Source: an optimization exercise on an open RTL-to-GDS flow (aim: small area). Production flows keep margins and buffers that such runs may drop.
Only simulation tests tie the RTL to the original design; equivalence was not proved.

## v31
==> flow/design.v <==
package tspes_pkg;
    localparam int PACKET_BYTES = 188;
    localparam logic [7:0] POS_BASE = 8'(256 - PACKET_BYTES);
endpackage
module tspes_beat_fifo
(
    input  logic        clk,
    input  logic        rst_n,
    input  logic        push,
    input  logic [7:0]  din,
    input  logic        pop,
    input  logic        clear,
    output logic [7:0]  head,
    output logic        not_empty,
    output logic        full,
    output logic        one
);
    logic [7:0] mem_reg [1:5];
    logic [2:0] count_reg;
    logic [5:1] at;
    assign at[1] = !count_reg[1] &&  count_reg[0];
    assign at[2] = !count_reg[2] &&  count_reg[1];
    assign at[3] =  count_reg[2] &&  count_reg[0];
    assign at[4] =  count_reg[1] && !count_reg[0];
    assign at[5] =  count_reg[2] && !count_reg[1];
    assign not_empty = count_reg[2] || count_reg[0];
    assign full      = at[5];
    assign one       = at[1];
    always_comb
    begin
        head = '0;
        for (int i = 1; i <= 5; i++)
            head = head | ({8{at[i]}} & mem_reg[i]);
    end
    always_ff @(posedge clk)
    begin
        if (push)
        begin
            mem_reg[1] <= din;
            for (int i = 2; i <= 5; i++)
                mem_reg[i] <= mem_reg[i-1];
        end
    end
    always_ff @(posedge clk or negedge rst_n)
    begin
        if (!rst_n)
            count_reg <= '0;
        else if (clear)
            count_reg <= '0;
        else if (push && !pop)
            count_reg <= {count_reg[1:0], !count_reg[2]};
        else if (pop && !push)
            count_reg <= {!count_reg[0], count_reg[2:1]};
    end
endmodule
import tspes_pkg::*;
module ts_pes_reassembler_core
(
    input  logic                clk,
    input  logic                rst_n,
    input  logic                ts_valid,
    output logic                ts_stall,
    input  logic [7:0]   ts_byte,
    output logic                pes_valid,
    input  logic                pes_stall,
    output logic [7:0]   pes_byte,
    output logic                pes_end,
    output logic [7:0]   pes_stream_id,
    output logic [15:0]         pes_total_length
);
    logic [7:0]  pos_reg;       
    logic        open_reg;      
    logic [15:0] left_reg;      
    logic [7:0]  sid_reg;
    logic [15:0] tot_reg;       
    logic        accept, taking, owed, hold, push, pop, clear;
    logic        at4, at5, at6, at7, at8, at9, past3, in_hdr;
    logic        cand, cand_next;
    logic        q_not_empty, q_full, q_one;
    logic [7:0]  pos_flip;
    logic        pos_wrap;
    logic [15:0] left_flip, tot_flip;
    logic        load_hi, load_lo;
    assign at4    = (pos_reg == POS_BASE + 8'd4);
    assign at5    = (pos_reg == POS_BASE + 8'd5);
    assign at6    = (pos_reg == POS_BASE + 8'd6);
    assign at7    = (pos_reg == POS_BASE + 8'd7);
    assign at8    = (pos_reg == POS_BASE + 8'd8);
    assign at9    = (pos_reg == POS_BASE + 8'd9);
    assign past3  = (pos_reg >= POS_BASE + 8'd4);
    assign in_hdr = (pos_reg >= POS_BASE + 8'd5) && (pos_reg <= POS_BASE + 8'd9);
    assign taking = open_reg && (left_reg != '0);
    assign cand   = !open_reg && q_not_empty;
    assign owed   = open_reg && (left_reg == '0);
    assign hold   = cand && in_hdr && !(at9 && ts_valid);
    assign ts_stall = (q_full && pes_stall) || (at4 && owed && (pes_stall || !q_one));
    assign accept   = ts_valid && !ts_stall;
    always_comb
    begin
        if (at4)
            cand_next = !taking && (ts_byte == 8'h00);
        else if (at5)
            cand_next = cand && (ts_byte == 8'h00);
        else if (at6)
            cand_next = cand && (ts_byte == 8'h01);
        else
            cand_next = cand;
    end
    assign push    = accept && ((cand_next && (at4 || in_hdr)) || (taking && past3));
    assign clear   = accept && cand && (at5 || at6) && !cand_next;
    assign load_hi = accept && cand && at8;
    assign load_lo = accept && cand && at9;
    always_comb
    begin
        logic t;
        t = accept;
        for (int i = 0; i < 8; i++)
        begin
            pos_flip[i] = t;
            t = t && pos_reg[i];
        end
        pos_wrap = t;
        t = accept && taking && past3;
        for (int i = 0; i < 8; i++)
        begin
            left_flip[i] = t;
            t = t && !left_reg[i];
        end
        t = accept && taking && past3 && (left_reg[7:0] == 8'd0);
        for (int i = 8; i < 16; i++)
        begin
            left_flip[i] = t;
            t = t && !left_reg[i];
        end
        t = push;
        for (int i = 0; i < 8; i++)
        begin
            tot_flip[i] = t;
            t = t && tot_reg[i];
        end
        t = push && (tot_reg[7:0] == 8'hff);
        for (int i = 8; i < 16; i++)
        begin
            tot_flip[i] = t;
            t = t && tot_reg[i];
        end
    end
    always_ff @(posedge clk)
    begin
        if (accept)
        begin
            if (cand && at7)
                sid_reg <= ts_byte;
        end
        left_reg[15:8] <= load_hi ? ts_byte : (left_reg[15:8] ^ left_flip[15:8]);
        left_reg[7:0]  <= load_lo ? ts_byte : (left_reg[7:0] ^ left_flip[7:0]);
        tot_reg <= (accept && cand && at7) ? 16'd4 : (tot_reg ^ tot_flip);
    end
    always_ff @(posedge clk or negedge rst_n)
    begin
        if (!rst_n)
        begin
            pos_reg  <= POS_BASE;
            open_reg <= 1'b0;
        end
        else
        begin
            pos_reg <= (pos_reg ^ pos_flip) | (POS_BASE & {8{pos_wrap}});
            if (load_lo)
                open_reg <= 1'b1;
            else if (pes_end && !pes_stall)
                open_reg <= 1'b0;
        end
    end
    assign pop = pes_valid && !pes_stall;
    tspes_beat_fifo u_fifo
    (
        .clk       (clk),
        .rst_n     (rst_n),
        .push      (push),
        .din       (ts_byte),
        .pop       (pop),
        .clear     (clear),
        .head      (pes_byte),
        .not_empty (q_not_empty),
        .full      (q_full),
        .one       (q_one)
    );
    assign pes_valid        = q_not_empty && !hold;
    assign pes_end          = owed && q_one;
    assign pes_stream_id    = pes_end ? sid_reg : 8'd0;
    assign pes_total_length = pes_end ? tot_reg : 16'd0;
endmodule
clock: 6.5 ns
lec_check: 0
cap_margin: 0
cell_pad_in_sites_detail_placement: 0
cell_pad_in_sites_global_placement: 0
core_margin: 2
core_utilization: 60
cts_buf_list: sky130_fd_sc_hd__clkbuf_8
gpl_timing_driven: 0
place_density: 0.75
slew_margin: 0
standard.sh (not shown) runs the stock make flow with config.mk's settings and CLKGATE_MAP_FILE= SYNTH_SCRIPT=/design/flow/synth_recipe.tcl, a recipe that flattens the netlist after the stock synthesis.
==> flow/flow/run.sh <==
#!/bin/bash
# The standard layout, with two changes: after floorplan the combinational
# logic is re-mapped for area by OpenROAD's restructure, and the ports are
# buffered by the smallest buffer (sky130_fd_sc_hd__buf_1).
set -euo pipefail
here=$(pwd)
mkdir -p "$here/rsz"
python3 flow/liberty_keep.py "$FLOW_HOME/platforms/sky130hd/lib/sky130_fd_sc_hd__tt_025C_1v80.lib" \
    "$here/rsz/keep.lib" \
    "sky130_fd_sc_hd__probe_p_8 sky130_fd_sc_hd__probec_p_8 sky130_fd_sc_hd__lpflow_*" \
    > liberty_keep.log 2>&1
export RSZ_LIB="$here/rsz/keep.lib"
export RSZ_DIR="$here/rsz"
bash standard.sh "POST_FLOORPLAN_TCL=$here/flow/restructure.tcl" \
    "BUFFER_PORTS_ARGS=-buffer_cell sky130_fd_sc_hd__buf_1" \
    "CTS_ARGS=-sink_clustering_enable -repair_clock_nets -buf_list sky130_fd_sc_hd__clkbuf_8 -sink_clustering_size 50 -sink_clustering_max_diameter 200 -dont_use_dummy_load" finish > flow_make.log 2>&1
==> flow/flow/liberty_keep.py <==
# Writes a copy of a liberty file without the cells the platform marks
# don't-use, for OpenROAD's restructure (its ABC run ignores set_dont_use).
# usage: python3 liberty_keep.py IN.lib OUT.lib "pattern pattern ..."
import fnmatch
import re
import sys

src, dst, pats = sys.argv[1], sys.argv[2], sys.argv[3].split()
text = open(src).read()
out = []
pos = 0
for m in re.finditer(r'\n(\s*)cell\s*\(\s*"?([\w]+)"?\s*\)\s*\{', text):
    if m.start() < pos:
        continue
    name = m.group(2)
    # find the end of this cell group by brace matching
    depth = 0
    i = m.end() - 1
    while True:
        c = text[i]
        if c == '{':
            depth += 1
        elif c == '}':
            depth -= 1
            if depth == 0:
                break
        i += 1
    if any(fnmatch.fnmatch(name, p) for p in pats):
        out.append(text[pos:m.start()])
        pos = i + 1
out.append(text[pos:])
open(dst, 'w').write(''.join(out))
==> flow/flow/restructure.tcl <==
# Re-map the combinational logic for area with OpenROAD's restructure (ABC),
# after floorplan and before placement. Registers are left as they are.
restructure -target area \
    -liberty_file $::env(RSZ_LIB) \
    -tielo_port sky130_fd_sc_hd__conb_1/LO \
    -tiehi_port sky130_fd_sc_hd__conb_1/HI \
    -work_dir $::env(RSZ_DIR) \
    -abc_logfile $::env(RSZ_DIR)/abc.log
report_design_area
v31 was carried through to the last stage, and its layout satisfied the timing, DRC and antenna checks.
Inputs modified between v31 and v32:
--- a/flow/flow/run.sh
+++ b/flow/flow/run.sh
@@ -15,2 +15,2 @@
     "BUFFER_PORTS_ARGS=-buffer_cell sky130_fd_sc_hd__buf_1" \
-    "CTS_ARGS=-sink_clustering_enable -repair_clock_nets -buf_list sky130_fd_sc_hd__clkbuf_8 -sink_clustering_size 50 -sink_clustering_max_diameter 200 -dont_use_dummy_load" finish > flow_make.log 2>&1
+    "CTS_ARGS=-repair_clock_nets -buf_list sky130_fd_sc_hd__clkbuf_8 -dont_use_dummy_load" finish > flow_make.log 2>&1
Results
- On multi-input logic cell count, v31 and v32 are basically level.
- Reported for v31 and v32, maximum number of pins on one net before global-route repair turned out identical to the last digit.
- Comparing v32 with v31, the worst hold slack across all endpoints came out essentially unchanged.
- Top achievable clock speed came out exactly the same in v31 and v32.
Input changes introduced in v57 (baseline for comparison: v32):
--- a/flow/flow/run.sh
+++ b/flow/flow/run.sh
@@ -3,3 +3,4 @@
 # logic is re-mapped for area by OpenROAD's restructure, and the ports are
-# buffered by the smallest buffer (sky130_fd_sc_hd__buf_1).
+# buffered by the smallest buffer (sky130_fd_sc_hd__buf_1). TritonCTS runs
+# without dummy loads.
 set -euo pipefail
@@ -15,2 +16,2 @@
     "BUFFER_PORTS_ARGS=-buffer_cell sky130_fd_sc_hd__buf_1" \
-    "CTS_ARGS=-repair_clock_nets -buf_list sky130_fd_sc_hd__clkbuf_8 -dont_use_dummy_load" finish > flow_make.log 2>&1
+    "CTS_ARGS=-sink_clustering_enable -repair_clock_nets -buf_list sky130_fd_sc_hd__clkbuf_8 -dont_use_dummy_load" finish > flow_make.log 2>&1
==> run summary <==
v57 | status: complete | timing, DRC, antenna: pass
v57 vs. v32: total grt overflow now sits at about the same level; post-layout instance area barely changed; met3 usage now sits at about the same level.
v57 vs. v32: number of clock sinks roughly the same; worst setup slack shows no meaningful change.
The inputs of v34 differ from those of v57 as listed below.
--- a/flow/flow/run.sh
+++ b/flow/flow/run.sh
@@ -3,4 +3,3 @@
 # logic is re-mapped for area by OpenROAD's restructure, and the ports are
-# buffered by the smallest buffer (sky130_fd_sc_hd__buf_1). TritonCTS runs
-# without dummy loads.
+# buffered by the smallest buffer (sky130_fd_sc_hd__buf_1).
 set -euo pipefail
@@ -16,2 +15,2 @@
     "BUFFER_PORTS_ARGS=-buffer_cell sky130_fd_sc_hd__buf_1" \
-    "CTS_ARGS=-sink_clustering_enable -repair_clock_nets -buf_list sky130_fd_sc_hd__clkbuf_8 -dont_use_dummy_load" finish > flow_make.log 2>&1
+    "CTS_ARGS=-sink_clustering_enable -repair_clock_nets -buf_list sky130_fd_sc_hd__clkbuf_16 -root_buf sky130_fd_sc_hd__clkbuf_16 -sink_clustering_size 100 -sink_clustering_max_diameter 500 -sink_buffer_max_cap_derate 1.0 -dont_use_dummy_load" finish > flow_make.log 2>&1
==> run summary <==
v34 -> v57: parity-gate share of the synthesized area counting xor and xnor cells delta 0, exact match
As far as post-synthesis instance total is concerned, v57 and v34 perform about the same.
Diff v57..v34 | total of plain and repair buffers excluding clock buffers | unchanged

-- re-timing with driven ports --
No port has a modelled driver above. Below, the same layouts with a new extraction and two added sets of constraints.
Step 1: set_driving_cell puts a clkbuf_16 on clk and a buf_2 on each other input, an assumption about the parent block.
Step 2 times the ports against the registers' clock, not the clock port: input delays grow and output delays shrink by t, the midpoint of the rising clock arrivals with the driver on.
a / b / c = ideal / step 1 / step 2; a / b = the first two.
| run | t, ns | setup WS [ns] | latest minus earliest clock arrival (ns) | worst data-port slew with drivers (ns) |
|---|---|---|---|---|
| v31 | 0.365 | 1.086 / 1.091 / 0.725 | 0.029 / 0.029 | 0.03 |
| v32 | 0.365 | 1.086 / 1.091 / 0.725 | 0.029 / 0.029 | 0.03 |
| v57 | 0.365 | 1.086 / 1.091 / 0.725 | 0.029 / 0.029 | 0.03 |
| v34 | 0.355 | 0.964 / 0.968 / 0.613 | 0.016 / 0.016 | 0.04 |
After both steps setup and hold are still met in every run listed.
